Context: an optimization exercise on an open-source flow, tuned for small area, a short achievable clock period and few clock cycles. The choices shown serve that exercise and are no tape-out recipe.
RTL that was checked went through simulation tests only; none was proved equivalent to the original.
No activity file was given, so power comes from the tool's default toggle rates.

==> build 7: inputs <==
// stage0_top
module stage0_top #(
  parameter int LEN_W   = 3,
  parameter int DEPTH_W = 4,
  parameter int WORD_W  = 32
) (
  input  wire                  clk,
  input  wire                  reset,
  input  wire [WORD_W-1:0]     in_data,
  input  wire                  in_valid,
  input  wire [LEN_W-1:0]      load_length,
  input  wire [DEPTH_W-1:0]    load_depth,
  input  wire [1:0]            state_length,
  input  wire                  learn,
  output logic                 in_ready,
  output logic                 out_valid,
  output logic [WORD_W+9:0]    out_beat
);
==> module stage0_top, before the edit <==
module stage0_top #(
  parameter int LEN_W   = 3,
  parameter int DEPTH_W = 4,
  parameter int WORD_W  = 32
) (
  input  wire                  clk,
  input  wire                  reset,
  input  wire [WORD_W-1:0]     in_data,
  input  wire                  in_valid,
  input  wire [LEN_W-1:0]      load_length,
  input  wire [DEPTH_W-1:0]    load_depth,
  input  wire [1:0]            state_length,
  input  wire                  learn,
  output logic                 in_ready,
  output logic                 out_valid,
  output logic [WORD_W+9:0]    out_beat
);
  localparam int SLOTS = 2 ** LEN_W;
  logic [LEN_W-1:0] lenm1_q;     
  logic             len0_q;      
  logic [2:0]       pm1m1_q;     
  logic             pm0_q;       
  logic             depth1_q;
  logic             learn_q;
  logic [2:0]       pm1;
  assign pm1 = {1'b0, state_length} + {2'b00, learn};
  always_ff @(posedge clk) begin
    lenm1_q  <= load_length - LEN_W'(1);
    len0_q   <= (load_length == '0);
    pm1m1_q  <= pm1 - 3'd1;
    pm0_q    <= (pm1 == 3'd0);
    depth1_q <= (load_depth == DEPTH_W'(1));
    learn_q  <= learn;
  end
  typedef struct packed {
    logic             rdy;     
    logic [SLOTS-1:0] ww;      
    logic             wl;      
    logic             act;     
    logic             nf;      
    logic [SLOTS-1:0] rw;      
    logic             lw;      
    logic [2:0]       rp;      
    logic             fp;      
    logic             go;      
  } st_t;
  st_t               s;
  logic [WORD_W-1:0] mem [0:SLOTS-1];
  logic [WORD_W-1:0] od_q;
  logic [LEN_W-1:0]  tap_q;
  logic [2:0]        bias_q;
  logic              kind_q;
  logic              last_q;
  logic ww_at_m1;
  logic rw_at_m1;
  logic rp_at_m1;
  assign ww_at_m1 = s.ww[lenm1_q];
  assign rw_at_m1 = s.rw[lenm1_q];
  assign rp_at_m1 = (s.rp == pm1m1_q);
  function automatic st_t next_state(input logic t);
    st_t  n;
    logic tl;
    logic pass_end;
    logic blk_end;
    tl       = t & s.wl;
    n.go     = s.act | (tl & ~len0_q);
    n.ww     = s.ww;
    n.wl     = s.wl;
    if (t) begin
      n.ww   = s.wl ? SLOTS'(1) : {s.ww[SLOTS-2:0], 1'b0};
      n.wl   = s.wl ? len0_q : ww_at_m1;
    end
    pass_end = n.go & s.lw;
    n.rw     = s.rw;
    n.lw     = s.lw;
    if (n.go) begin
      n.rw   = s.lw ? SLOTS'(1) : {s.rw[SLOTS-2:0], 1'b0};
      n.lw   = s.lw ? len0_q : rw_at_m1;
    end
    n.rp     = s.rp;
    n.fp     = s.fp;
    if (pass_end) begin
      n.rp   = s.fp ? 3'd0 : s.rp + 3'd1;
      n.fp   = s.fp ? pm0_q : rp_at_m1;
    end
    blk_end  = s.act & s.lw & s.fp;
    n.act    = s.act ? (~blk_end | s.nf | tl) : tl;
    n.nf     = s.act & ~blk_end & (s.nf | tl);
    n.rdy    = (~n.act | (~n.nf & n.fp)) & (~depth1_q | ~n.ww[0] | ~n.act);
    next_state = n;
  endfunction
  st_t s_t0;
  st_t s_t1;
  st_t s_n;
  assign s_t0 = next_state(1'b0);
  assign s_t1 = next_state(1'b1);
  assign s_n  = (in_valid & s.rdy) ? s_t1 : s_t0;
  always_ff @(posedge clk) begin
    if (reset) begin
      s     <= '0;
      s.rdy <= 1'b1;
      s.ww  <= SLOTS'(1);
      s.rw  <= SLOTS'(1);
      s.wl  <= (load_length == '0);
      s.lw  <= (load_length == '0);
      s.fp  <= (pm1 == 3'd0);
    end else begin
      s     <= s_n;
    end
  end
  always_ff @(posedge clk) begin
    for (int i = 0; i < SLOTS; i++) begin
      if (s.rdy && s.ww[i]) mem[i] <= in_data;
    end
  end
  logic [WORD_W-1:0] rd_data;
  always_comb begin
    rd_data = '0;
    for (int i = 0; i < SLOTS; i++) begin
      rd_data = rd_data | (mem[i] & {WORD_W{s.rw[i]}});
    end
  end
  logic [LEN_W-1:0] rd_idx;
  always_comb begin
    rd_idx = '0;
    for (int i = 0; i < SLOTS; i++) begin
      rd_idx = rd_idx | ({LEN_W{s.rw[i]}} & LEN_W'(i));
    end
  end
  always_ff @(posedge clk) begin
    od_q   <= rd_data;
    tap_q  <= rd_idx;
    bias_q <= s.rp;
    kind_q <= learn_q & s.fp;
    last_q <= s.lw;
  end
  assign in_ready  = s.rdy;
  assign out_valid = s.go;
  assign out_beat  = {od_q, 1'b0, tap_q, 1'b0, bias_q, kind_q, last_q};
endmodule
Settings: LEC_CHECK=0, CAP_MARGIN=20, CORE_MARGIN=2, CORE_UTILIZATION=60, CTS_BUF_LIST=sky130_fd_sc_hd__clkbuf_4 sky130_fd_sc_hd__clkbuf_8, PLACE_DENSITY=0.65, SETUP_SLACK_MARGIN=3.5, SLEW_MARGIN=20; clock period 5.5 ns.
standard.sh (not shown) runs the stock make flow with config.mk's settings and CLKGATE_MAP_FILE= SYNTH_SCRIPT=/design/flow/synth_recipe.tcl, a recipe that flattens the netlist after the stock synthesis.
==> flow/flow/run.sh <==
#!/bin/bash
# Standard ORFS layout with the port buffers as buf_2 cells and the clock tree built with the
# arguments below; the output of every step is kept in flow_make.log.
set -euo pipefail
export BUFFER_PORTS_ARGS="-buffer_cell sky130_fd_sc_hd__buf_2"
export CTS_ARGS="-sink_clustering_enable -repair_clock_nets -buf_list {sky130_fd_sc_hd__clkbuf_16} -root_buf sky130_fd_sc_hd__clkbuf_16 -sink_clustering_size 30 -sink_clustering_max_diameter 80 -dont_use_dummy_load -sink_clustering_levels 1"
bash standard.sh > flow_make.log 2>&1
==> build 93 (differences from build 7) <==
--- a/flow/design.v
+++ b/flow/design.v
@@ -72,11 +72,12 @@
   end
   typedef struct packed {
     logic             rdy;     
-    logic [SLOTS-1:0] ww;      
+    logic [LEN_W-1:0] ww;      
     logic             wl;      
+    logic             wnz;     
     logic             act;     
     logic             nf;      
-    logic [SLOTS-1:0] rw;      
+    logic [LEN_W-1:0] rw;      
     logic             lw;      
     logic [2:0]       rp;      
     logic             fp;      
@@ -92,8 +93,8 @@
   logic ww_at_m1;
   logic rw_at_m1;
   logic rp_at_m1;
-  assign ww_at_m1 = s.ww[lenm1_q];
-  assign rw_at_m1 = s.rw[lenm1_q];
+  assign ww_at_m1 = (s.ww == lenm1_q);
+  assign rw_at_m1 = (s.rw == lenm1_q);
   assign rp_at_m1 = (s.rp == pm1m1_q);
   function automatic st_t next_state(input logic t);
     st_t  n;
@@ -104,15 +105,17 @@
     n.go     = s.act | (tl & ~len0_q);
     n.ww     = s.ww;
     n.wl     = s.wl;
+    n.wnz    = s.wnz;
     if (t) begin
-      n.ww   = s.wl ? SLOTS'(1) : {s.ww[SLOTS-2:0], 1'b0};
+      n.ww   = s.wl ? '0 : s.ww + LEN_W'(1);
       n.wl   = s.wl ? len0_q : ww_at_m1;
+      n.wnz  = ~s.wl;
     end
     pass_end = n.go & s.lw;
     n.rw     = s.rw;
     n.lw     = s.lw;
     if (n.go) begin
-      n.rw   = s.lw ? SLOTS'(1) : {s.rw[SLOTS-2:0], 1'b0};
+      n.rw   = s.lw ? '0 : s.rw + LEN_W'(1);
       n.lw   = s.lw ? len0_q : rw_at_m1;
     end
     n.rp     = s.rp;
@@ -124,7 +127,7 @@
     blk_end  = s.act & s.lw & s.fp;
     n.act    = s.act ? (~blk_end | s.nf | tl) : tl;
     n.nf     = s.act & ~blk_end & (s.nf | tl);
-    n.rdy    = (~n.act | (~n.nf & n.fp)) & (~depth1_q | ~n.ww[0] | ~n.act);
+    n.rdy    = (~n.act | (~n.nf & n.fp)) & (~depth1_q | n.wnz | ~n.act);
     next_state = n;
   endfunction
   st_t s_t0;
@@ -137,8 +140,6 @@
     if (reset) begin
       s     <= '0;
       s.rdy <= 1'b1;
-      s.ww  <= SLOTS'(1);
-      s.rw  <= SLOTS'(1);
       s.wl  <= (load_length == '0);
       s.lw  <= (load_length == '0);
       s.fp  <= (pm1 == 3'd0);
@@ -148,26 +149,19 @@
   end
   always_ff @(posedge clk) begin
     for (int i = 0; i < SLOTS; i++) begin
-      if (s.rdy && s.ww[i]) mem[i] <= in_data;
+      if (s.rdy && s.ww == LEN_W'(i)) mem[i] <= in_data;
     end
   end
   logic [WORD_W-1:0] rd_data;
   always_comb begin
     rd_data = '0;
     for (int i = 0; i < SLOTS; i++) begin
-      rd_data = rd_data | (mem[i] & {WORD_W{s.rw[i]}});
-    end
-  end
-  logic [LEN_W-1:0] rd_idx;
-  always_comb begin
-    rd_idx = '0;
-    for (int i = 0; i < SLOTS; i++) begin
-      rd_idx = rd_idx | ({LEN_W{s.rw[i]}} & LEN_W'(i));
+      rd_data = rd_data | (mem[i] & {WORD_W{s.rw == LEN_W'(i)}});
     end
   end
   always_ff @(posedge clk) begin
     od_q   <= rd_data;
-    tap_q  <= rd_idx;
+    tap_q  <= s.rw;
     bias_q <= s.rp;
     kind_q <= learn_q & s.fp;
     last_q <= s.lw;
==> flow/run.sh (new file) <==
#!/bin/bash
# synth_recipe.tcl (not shown) runs the flow's synth.tcl, then flattens the netlist and writes it again
# the make line also repeats each setting of config.mk as NAME=value (left out here)
make -C /OpenROAD-flow-scripts/flow DESIGN_CONFIG=/design/flow/config.mk WORK_HOME=/design/flow/orfs CLKGATE_MAP_FILE= SYNTH_SCRIPT=/design/flow/synth_recipe.tcl finish
Settings changed: CTS_BUF_LIST sky130_fd_sc_hd__clkbuf_4 sky130_fd_sc_hd__clkbuf_8 to sky130_fd_sc_hd__clkbuf_8 sky130_fd_sc_hd__clkbuf_16, CTS_CLUSTER_DIAMETER from default to 60, CTS_CLUSTER_SIZE from default to 25, SETUP_SLACK_MARGIN 3.5 to 4.0.
removed: flow/flow/run.sh
removed: flow/standard.sh
==> notes.md <==
Share of synthesized cell area in full adder, half adder and majority cells: build 7 0.765%; build 93 2.09%
Result of the run: build 7 finished clean; build 93 finished clean
Metal1 wirelength: build 7 10100 um; build 93 11700 um
Synthesized cell area: build 7 11400 um^2; build 93 11400 um^2
Area share of the leading cell type in the synthesized netlist: build 7 67.7%; build 93 68.0%
Multi-input combinational cell area: build 7 2050 um^2; build 93 2480 um^2
Power per standard cell area: build 7 349 nW/um^2; build 93 339 nW/um^2
Post-synthesis cell count: build 7 667; build 93 624
Fraction of area in registers: build 7 73.4%; build 93 59.3%
Number of unique standard cell types used by synthesis: build 7 41; build 93 43
Met3 Track Usage GR: build 7 3.06%; build 93 4.96%
Final worst-path cycle share: build 7 38.2%; build 93 40.7%
Sw Share: build 7 21.2%; build 93 24.5%
Testbench counts of build 7, summed over its fixed seeds: cycles 32,039.
Function not checked in build 93: the RTL went through the layout flow alone.

========
==> run M: inputs <==
stage0_top, a different RTL version from the one above (not shown whole).
==> module stage0_top, before the edit <==
module stage0_top #(
  parameter int LEN_W   = 3,
  parameter int DEPTH_W = 4,
  parameter int WORD_W  = 32
) (
  input  wire                  clk,
  input  wire                  reset,
  input  wire [WORD_W-1:0]     in_data,
  input  wire                  in_valid,
  input  wire [LEN_W-1:0]      load_length,
  input  wire [DEPTH_W-1:0]    load_depth,
  input  wire [1:0]            state_length,
  input  wire                  learn,
  output logic                 in_ready,
  output logic                 out_valid,
  output logic [WORD_W+9:0]    out_beat
);
  localparam int SLOTS = 2 ** LEN_W;
  logic [LEN_W-1:0] len_q;       
  logic [2:0]       pm1_q;       
  logic             len1_q;      
  logic             depth1_q;
  logic             learn_q;
  always_ff @(posedge clk) begin
    len_q    <= load_length;
    pm1_q    <= {1'b0, state_length} + {2'b00, learn};
    len1_q   <= (load_length == '0);
    depth1_q <= (load_depth == DEPTH_W'(1));
    learn_q  <= learn;
  end
  typedef struct packed {
    logic             rdy;     
    logic [LEN_W-1:0] ww;      
    logic             act;     
    logic             nf;      
    logic [LEN_W-1:0] rw;      
    logic [2:0]       rp;      
    logic             go;      
  } st_t;
  st_t               s;
  logic [WORD_W-1:0] mem [0:SLOTS-1];
  logic [WORD_W-1:0] od_q;
  logic [LEN_W-1:0]  tap_q;
  logic [2:0]        bias_q;
  logic              kind_q;
  logic              last_q;
  logic wr_last;
  logic last_w;
  logic last_p;
  assign wr_last = (s.ww == len_q);
  assign last_w  = (s.rw == len_q);
  assign last_p  = (s.rp == pm1_q);
  function automatic st_t next_state(input logic t);
    st_t  n;
    logic tl;
    logic fp;
    logic free;
    logic cap;
    tl   = t & wr_last;
    n.go = s.act | (tl & ~len1_q);
    n.ww = s.ww;
    if (t) n.ww = wr_last ? '0 : s.ww + LEN_W'(1);
    n.rw = s.rw;
    n.rp = s.rp;
    if (n.go) begin
      if (last_w) begin
        n.rw = '0;
        n.rp = last_p ? 3'd0 : s.rp + 3'd1;
      end else begin
        n.rw = s.rw + LEN_W'(1);
      end
    end
    if (!s.act) begin
      n.act = tl;
      n.nf  = 1'b0;
    end else if (last_w && last_p) begin
      n.act = s.nf | tl;
      n.nf  = 1'b0;
    end else begin
      n.act = 1'b1;
      n.nf  = s.nf | tl;
    end
    fp    = (n.rp == pm1_q);
    free  = ~n.act | (~n.nf & fp & (n.ww <= n.rw));
    cap   = ~depth1_q | (n.ww != '0) | ~n.act;
    n.rdy = free & cap;
    next_state = n;
  endfunction
  st_t s_t0;
  st_t s_t1;
  st_t s_n;
  assign s_t0 = next_state(1'b0);
  assign s_t1 = next_state(1'b1);
  assign s_n  = (in_valid & s.rdy) ? s_t1 : s_t0;
  always_ff @(posedge clk) begin
    if (reset) begin
      s     <= '0;
      s.rdy <= 1'b1;
    end else begin
      s     <= s_n;
    end
  end
  always_ff @(posedge clk) begin
    for (int i = 0; i < SLOTS; i++) begin
      if (s.rdy && s.ww == LEN_W'(i)) mem[i] <= in_data;
    end
  end
  logic [WORD_W-1:0] rd_data;
  always_comb begin
    rd_data = '0;
    for (int i = 0; i < SLOTS; i++) begin
      rd_data = rd_data | (mem[i] & {WORD_W{s.rw == LEN_W'(i)}});
    end
  end
  always_ff @(posedge clk) begin
    od_q   <= rd_data;
    tap_q  <= s.rw;
    bias_q <= s.rp;
    kind_q <= learn_q & last_p;
    last_q <= last_w;
  end
  assign in_ready  = s.rdy;
  assign out_valid = s.go;
  assign out_beat  = {od_q, 1'b0, tap_q, 1'b0, bias_q, kind_q, last_q};
endmodule
Settings: LEC_CHECK=0, CAP_MARGIN=20, CORE_MARGIN=2, CORE_UTILIZATION=25, PLACE_DENSITY=0.3, SLEW_MARGIN=20; clock period 5.5 ns.
run.sh (not shown) runs the stock make flow with config.mk's settings and CLKGATE_MAP_FILE= SYNTH_SCRIPT=/design/flow/synth_recipe.tcl, a recipe that flattens the netlist after the stock synthesis.
Stock flow here: none of the scripts above is used.
==> inputs of run H, as changes to run M <==
--- a/flow/design.v
+++ b/flow/design.v
@@ -55,13 +55,17 @@
 );
   localparam int SLOTS = 2 ** LEN_W;
-  logic [LEN_W-1:0] len_q;       
-  logic [2:0]       pm1_q;       
-  logic             len1_q;      
+  logic [LEN_W-1:0] lenm1_q;     
+  logic             len0_q;      
+  logic [2:0]       pm1m1_q;     
+  logic             pm0_q;       
   logic             depth1_q;
   logic             learn_q;
+  logic [2:0]       pm1;
+  assign pm1 = {1'b0, state_length} + {2'b00, learn};
   always_ff @(posedge clk) begin
-    len_q    <= load_length;
-    pm1_q    <= {1'b0, state_length} + {2'b00, learn};
-    len1_q   <= (load_length == '0);
+    lenm1_q  <= load_length - LEN_W'(1);
+    len0_q   <= (load_length == '0);
+    pm1m1_q  <= pm1 - 3'd1;
+    pm0_q    <= (pm1 == 3'd0);
     depth1_q <= (load_depth == DEPTH_W'(1));
     learn_q  <= learn;
@@ -70,8 +74,12 @@
     logic             rdy;     
     logic [LEN_W-1:0] ww;      
+    logic             wl;      
+    logic             wnz;     
     logic             act;     
     logic             nf;      
     logic [LEN_W-1:0] rw;      
+    logic             lw;      
     logic [2:0]       rp;      
+    logic             fp;      
     logic             go;      
   } st_t;
@@ -83,44 +91,42 @@
   logic              kind_q;
   logic              last_q;
-  logic wr_last;
-  logic last_w;
-  logic last_p;
-  assign wr_last = (s.ww == len_q);
-  assign last_w  = (s.rw == len_q);
-  assign last_p  = (s.rp == pm1_q);
+  logic ww_at_m1;
+  logic rw_at_m1;
+  logic rp_at_m1;
+  assign ww_at_m1 = (s.ww == lenm1_q);
+  assign rw_at_m1 = (s.rw == lenm1_q);
+  assign rp_at_m1 = (s.rp == pm1m1_q);
   function automatic st_t next_state(input logic t);
     st_t  n;
     logic tl;
-    logic fp;
-    logic free;
-    logic cap;
-    tl   = t & wr_last;
-    n.go = s.act | (tl & ~len1_q);
-    n.ww = s.ww;
-    if (t) n.ww = wr_last ? '0 : s.ww + LEN_W'(1);
-    n.rw = s.rw;
-    n.rp = s.rp;
+    logic pass_end;
+    logic blk_end;
+    tl       = t & s.wl;
+    n.go     = s.act | (tl & ~len0_q);
+    n.ww     = s.ww;
+    n.wl     = s.wl;
+    n.wnz    = s.wnz;
+    if (t) begin
+      n.ww   = s.wl ? '0 : s.ww + LEN_W'(1);
+      n.wl   = s.wl ? len0_q : ww_at_m1;
+      n.wnz  = ~s.wl;
+    end
+    pass_end = n.go & s.lw;
+    n.rw     = s.rw;
+    n.lw     = s.lw;
     if (n.go) begin
-      if (last_w) begin
-        n.rw = '0;
-        n.rp = last_p ? 3'd0 : s.rp + 3'd1;
-      end else begin
-        n.rw = s.rw + LEN_W'(1);
-      end
+      n.rw   = s.lw ? '0 : s.rw + LEN_W'(1);
+      n.lw   = s.lw ? len0_q : rw_at_m1;
     end
-    if (!s.act) begin
-      n.act = tl;
-      n.nf  = 1'b0;
-    end else if (last_w && last_p) begin
-      n.act = s.nf | tl;
-      n.nf  = 1'b0;
-    end else begin
-      n.act = 1'b1;
-      n.nf  = s.nf | tl;
+    n.rp     = s.rp;
+    n.fp     = s.fp;
+    if (pass_end) begin
+      n.rp   = s.fp ? 3'd0 : s.rp + 3'd1;
+      n.fp   = s.fp ? pm0_q : rp_at_m1;
     end
-    fp    = (n.rp == pm1_q);
-    free  = ~n.act | (~n.nf & fp & (n.ww <= n.rw));
-    cap   = ~depth1_q | (n.ww != '0) | ~n.act;
-    n.rdy = free & cap;
+    blk_end  = s.act & s.lw & s.fp;
+    n.act    = s.act ? (~blk_end | s.nf | tl) : tl;
+    n.nf     = s.act & ~blk_end & (s.nf | tl);
+    n.rdy    = (~n.act | (~n.nf & n.fp)) & (~depth1_q | n.wnz | ~n.act);
     next_state = n;
   endfunction
@@ -135,4 +141,7 @@
       s     <= '0;
       s.rdy <= 1'b1;
+      s.wl  <= (load_length == '0);
+      s.lw  <= (load_length == '0);
+      s.fp  <= (pm1 == 3'd0);
     end else begin
       s     <= s_n;
@@ -155,6 +164,6 @@
     tap_q  <= s.rw;
     bias_q <= s.rp;
-    kind_q <= learn_q & last_p;
-    last_q <= last_w;
+    kind_q <= learn_q & s.fp;
+    last_q <= s.lw;
   end
   assign in_ready  = s.rdy;
==> flow/flow/run.sh (new file) <==
#!/bin/bash
# Standard ORFS layout with two changes: the port buffers are buf_2 cells rather than the cell
# buffer_ports picks by default, and the output of every step is kept in flow_make.log.
set -euo pipefail
export BUFFER_PORTS_ARGS="-buffer_cell sky130_fd_sc_hd__buf_2"
bash standard.sh > flow_make.log 2>&1
==> flow/standard.sh (new file) <==
#!/bin/bash
# synth_recipe.tcl (not shown) runs the flow's synth.tcl, then flattens the netlist and writes it again
# the make line also repeats each setting of config.mk as NAME=value (left out here)
make -C /OpenROAD-flow-scripts/flow DESIGN_CONFIG=/design/flow/config.mk WORK_HOME=/design/flow/orfs CLKGATE_MAP_FILE= SYNTH_SCRIPT=/design/flow/synth_recipe.tcl "${@:-finish}"
--- a/flow/config.mk
+++ b/flow/config.mk
@@ -8,5 +8,7 @@
 export CAP_MARGIN = 20
 export CORE_MARGIN = 2
-export CORE_UTILIZATION = 25
-export PLACE_DENSITY = 0.3
+export CORE_UTILIZATION = 60
+export CTS_BUF_LIST = sky130_fd_sc_hd__clkbuf_4 sky130_fd_sc_hd__clkbuf_8
+export PLACE_DENSITY = 0.65
+export SETUP_SLACK_MARGIN = 3.5
 export SLEW_MARGIN = 20
removed: flow/run.sh
==> inputs of run F, as changes to run M <==
--- a/flow/design.v
+++ b/flow/design.v
@@ -55,13 +55,17 @@
 );
   localparam int SLOTS = 2 ** LEN_W;
-  logic [LEN_W-1:0] len_q;       
-  logic [2:0]       pm1_q;       
-  logic             len1_q;      
+  logic [LEN_W-1:0] lenm1_q;     
+  logic             len0_q;      
+  logic [2:0]       pm1m1_q;     
+  logic             pm0_q;       
   logic             depth1_q;
   logic             learn_q;
+  logic [2:0]       pm1;
+  assign pm1 = {1'b0, state_length} + {2'b00, learn};
   always_ff @(posedge clk) begin
-    len_q    <= load_length;
-    pm1_q    <= {1'b0, state_length} + {2'b00, learn};
-    len1_q   <= (load_length == '0);
+    lenm1_q  <= load_length - LEN_W'(1);
+    len0_q   <= (load_length == '0);
+    pm1m1_q  <= pm1 - 3'd1;
+    pm0_q    <= (pm1 == 3'd0);
     depth1_q <= (load_depth == DEPTH_W'(1));
     learn_q  <= learn;
@@ -69,9 +73,12 @@
   typedef struct packed {
     logic             rdy;     
-    logic [LEN_W-1:0] ww;      
+    logic [SLOTS-1:0] ww;      
+    logic             wl;      
     logic             act;     
     logic             nf;      
-    logic [LEN_W-1:0] rw;      
+    logic [SLOTS-1:0] rw;      
+    logic             lw;      
     logic [2:0]       rp;      
+    logic             fp;      
     logic             go;      
   } st_t;
@@ -83,44 +90,40 @@
   logic              kind_q;
   logic              last_q;
-  logic wr_last;
-  logic last_w;
-  logic last_p;
-  assign wr_last = (s.ww == len_q);
-  assign last_w  = (s.rw == len_q);
-  assign last_p  = (s.rp == pm1_q);
+  logic ww_at_m1;
+  logic rw_at_m1;
+  logic rp_at_m1;
+  assign ww_at_m1 = s.ww[lenm1_q];
+  assign rw_at_m1 = s.rw[lenm1_q];
+  assign rp_at_m1 = (s.rp == pm1m1_q);
   function automatic st_t next_state(input logic t);
     st_t  n;
     logic tl;
-    logic fp;
-    logic free;
-    logic cap;
-    tl   = t & wr_last;
-    n.go = s.act | (tl & ~len1_q);
-    n.ww = s.ww;
-    if (t) n.ww = wr_last ? '0 : s.ww + LEN_W'(1);
-    n.rw = s.rw;
-    n.rp = s.rp;
+    logic pass_end;
+    logic blk_end;
+    tl       = t & s.wl;
+    n.go     = s.act | (tl & ~len0_q);
+    n.ww     = s.ww;
+    n.wl     = s.wl;
+    if (t) begin
+      n.ww   = s.wl ? SLOTS'(1) : {s.ww[SLOTS-2:0], 1'b0};
+      n.wl   = s.wl ? len0_q : ww_at_m1;
+    end
+    pass_end = n.go & s.lw;
+    n.rw     = s.rw;
+    n.lw     = s.lw;
     if (n.go) begin
-      if (last_w) begin
-        n.rw = '0;
-        n.rp = last_p ? 3'd0 : s.rp + 3'd1;
-      end else begin
-        n.rw = s.rw + LEN_W'(1);
-      end
+      n.rw   = s.lw ? SLOTS'(1) : {s.rw[SLOTS-2:0], 1'b0};
+      n.lw   = s.lw ? len0_q : rw_at_m1;
     end
-    if (!s.act) begin
-      n.act = tl;
-      n.nf  = 1'b0;
-    end else if (last_w && last_p) begin
-      n.act = s.nf | tl;
-      n.nf  = 1'b0;
-    end else begin
-      n.act = 1'b1;
-      n.nf  = s.nf | tl;
+    n.rp     = s.rp;
+    n.fp     = s.fp;
+    if (pass_end) begin
+      n.rp   = s.fp ? 3'd0 : s.rp + 3'd1;
+      n.fp   = s.fp ? pm0_q : rp_at_m1;
     end
-    fp    = (n.rp == pm1_q);
-    free  = ~n.act | (~n.nf & fp & (n.ww <= n.rw));
-    cap   = ~depth1_q | (n.ww != '0) | ~n.act;
-    n.rdy = free & cap;
+    blk_end  = s.act & s.lw & s.fp;
+    n.act    = s.act ? (~blk_end | s.nf | tl) : tl;
+    n.nf     = s.act & ~blk_end & (s.nf | tl);
+    n.rdy    = (~n.act | (~n.nf & n.fp)) & (~depth1_q | ~n.ww[0] | ~n.act);
     next_state = n;
   endfunction
@@ -135,4 +138,9 @@
       s     <= '0;
       s.rdy <= 1'b1;
+      s.ww  <= SLOTS'(1);
+      s.rw  <= SLOTS'(1);
+      s.wl  <= (load_length == '0);
+      s.lw  <= (load_length == '0);
+      s.fp  <= (pm1 == 3'd0);
     end else begin
       s     <= s_n;
@@ -141,5 +149,5 @@
   always_ff @(posedge clk) begin
     for (int i = 0; i < SLOTS; i++) begin
-      if (s.rdy && s.ww == LEN_W'(i)) mem[i] <= in_data;
+      if (s.rdy && s.ww[i]) mem[i] <= in_data;
     end
   end
@@ -148,13 +156,20 @@
     rd_data = '0;
     for (int i = 0; i < SLOTS; i++) begin
-      rd_data = rd_data | (mem[i] & {WORD_W{s.rw == LEN_W'(i)}});
+      rd_data = rd_data | (mem[i] & {WORD_W{s.rw[i]}});
+    end
+  end
+  logic [LEN_W-1:0] rd_idx;
+  always_comb begin
+    rd_idx = '0;
+    for (int i = 0; i < SLOTS; i++) begin
+      rd_idx = rd_idx | ({LEN_W{s.rw[i]}} & LEN_W'(i));
     end
   end
   always_ff @(posedge clk) begin
     od_q   <= rd_data;
-    tap_q  <= s.rw;
+    tap_q  <= rd_idx;
     bias_q <= s.rp;
-    kind_q <= learn_q & last_p;
-    last_q <= last_w;
+    kind_q <= learn_q & s.fp;
+    last_q <= s.lw;
   end
   assign in_ready  = s.rdy;
==> flow/flow/run.sh (new file) <==
#!/bin/bash
# Standard ORFS layout with the port buffers as buf_2 cells and the clock tree built with the
# arguments below; the output of every step is kept in flow_make.log.
set -euo pipefail
export BUFFER_PORTS_ARGS="-buffer_cell sky130_fd_sc_hd__buf_2"
export CTS_ARGS="-sink_clustering_enable -repair_clock_nets -buf_list {sky130_fd_sc_hd__clkbuf_16} -root_buf sky130_fd_sc_hd__clkbuf_16 -sink_clustering_size 30 -sink_clustering_max_diameter 80 -dont_use_dummy_load -distance_between_buffers 1000 -branching_point_buffers_distance 1000"
bash standard.sh > flow_make.log 2>&1
==> flow/standard.sh (new file) <==
#!/bin/bash
# synth_recipe.tcl (not shown) runs the flow's synth.tcl, then flattens the netlist and writes it again
# the make line also repeats each setting of config.mk as NAME=value (left out here)
make -C /OpenROAD-flow-scripts/flow DESIGN_CONFIG=/design/flow/config.mk WORK_HOME=/design/flow/orfs CLKGATE_MAP_FILE= SYNTH_SCRIPT=/design/flow/synth_recipe.tcl "${@:-finish}"
--- a/flow/config.mk
+++ b/flow/config.mk
@@ -8,5 +8,7 @@
 export CAP_MARGIN = 20
 export CORE_MARGIN = 2
-export CORE_UTILIZATION = 25
-export PLACE_DENSITY = 0.3
+export CORE_UTILIZATION = 60
+export CTS_BUF_LIST = sky130_fd_sc_hd__clkbuf_4 sky130_fd_sc_hd__clkbuf_8
+export PLACE_DENSITY = 0.65
+export SETUP_SLACK_MARGIN = 3.5
 export SLEW_MARGIN = 20
removed: flow/run.sh
==> comparison table <==
Outcome: run M finished clean; run F finished clean; run H finished clean
Final Routed Wirelength: run M 30.66 mm; run F 23.50 mm; run H 23.38 mm
Start point of the critical path: run M s[6]$_SDFF_PP0_; run F od_q[31]$_DFF_P_; run H s[16]$_SDFF_PP1_
Number of multi-input logic gates: run M 281; run F 278; run H 242
Slew @ Worst Pin: run M 0.9293 ns; run F 1.117 ns; run H 1.070 ns
Buffering overhead: run M 6.700%; run F 4.563%; run H 5.322%
Remaining max-slew budget at the tightest pin: run M 38.05%; run F 25.53%; run H 28.63%
Final core utilization: run M 31.63%; run F 67.44%; run H 71.39%
Top cell type's share of synthesized area: run M 66.25%; run F 67.68%; run H 67.96%
Total chip power: run M 6.066 mW; run F 4.403 mW; run H 5.197 mW
Fraction of area in multi-input gates: run M 16.98%; run F 16.29%; run H 16.57%
Die Area: run M 48150 um2; run F 20200 um2; run H 20120 um2
Share of layout cells above drive strength 1: run M 12.24%; run F 20.66%; run H 28.74%
Worst hold-check slack: run M 0.4434 ns; run F 0.4096 ns; run H 0.4049 ns
Total inserted antenna cells: run M 1; run F 2; run H 0
Global routing usage on met3: run M 2.800%; run F 3.062%; run H 5.130%
Testbench counts of run F, summed over its fixed seeds: cycles 32,039.
Function not checked in run M and run H: the RTL went through the layout flow alone.

## port drivers added, routing unchanged
How much do the figures lean on ideal ports? The routed layouts below were timed once more, with nothing changed but the port constraints. Step 1: set_driving_cell puts a clkbuf_16 on clk and a buf_2 on each other input, an assumption about the parent block. Step 2 moves the port delays by t, midway between the first and last clock arrival at a register: inputs arrive t later, outputs are due t later. That takes back most of the time a late clock gives input paths. Slacks: no drivers / after step 1 / after step 2; pairs: no drivers / after step 1.
run	t (ns)	setup WS [ns]	slew at the worst register clock pin (ns)	worst slew at a driven data input, ns	cell pins on the clock port's net
build 7	0.539	3.399 / 3.355 / 3.147	0.11 / 0.11	0.06	1
build 93	0.565	3.260 / 3.260 / 3.241	0.10 / 0.10	0.06	1
run M	0.596	2.411 / 2.411 / 2.411	0.06 / 0.06	0.10	1
run H	0.586	3.382 / 3.342 / 3.262	0.07 / 0.07	0.05	1
run F	0.539	3.399 / 3.355 / 3.147	0.11 / 0.11	0.06	1
After both steps every run listed still meets setup and hold.
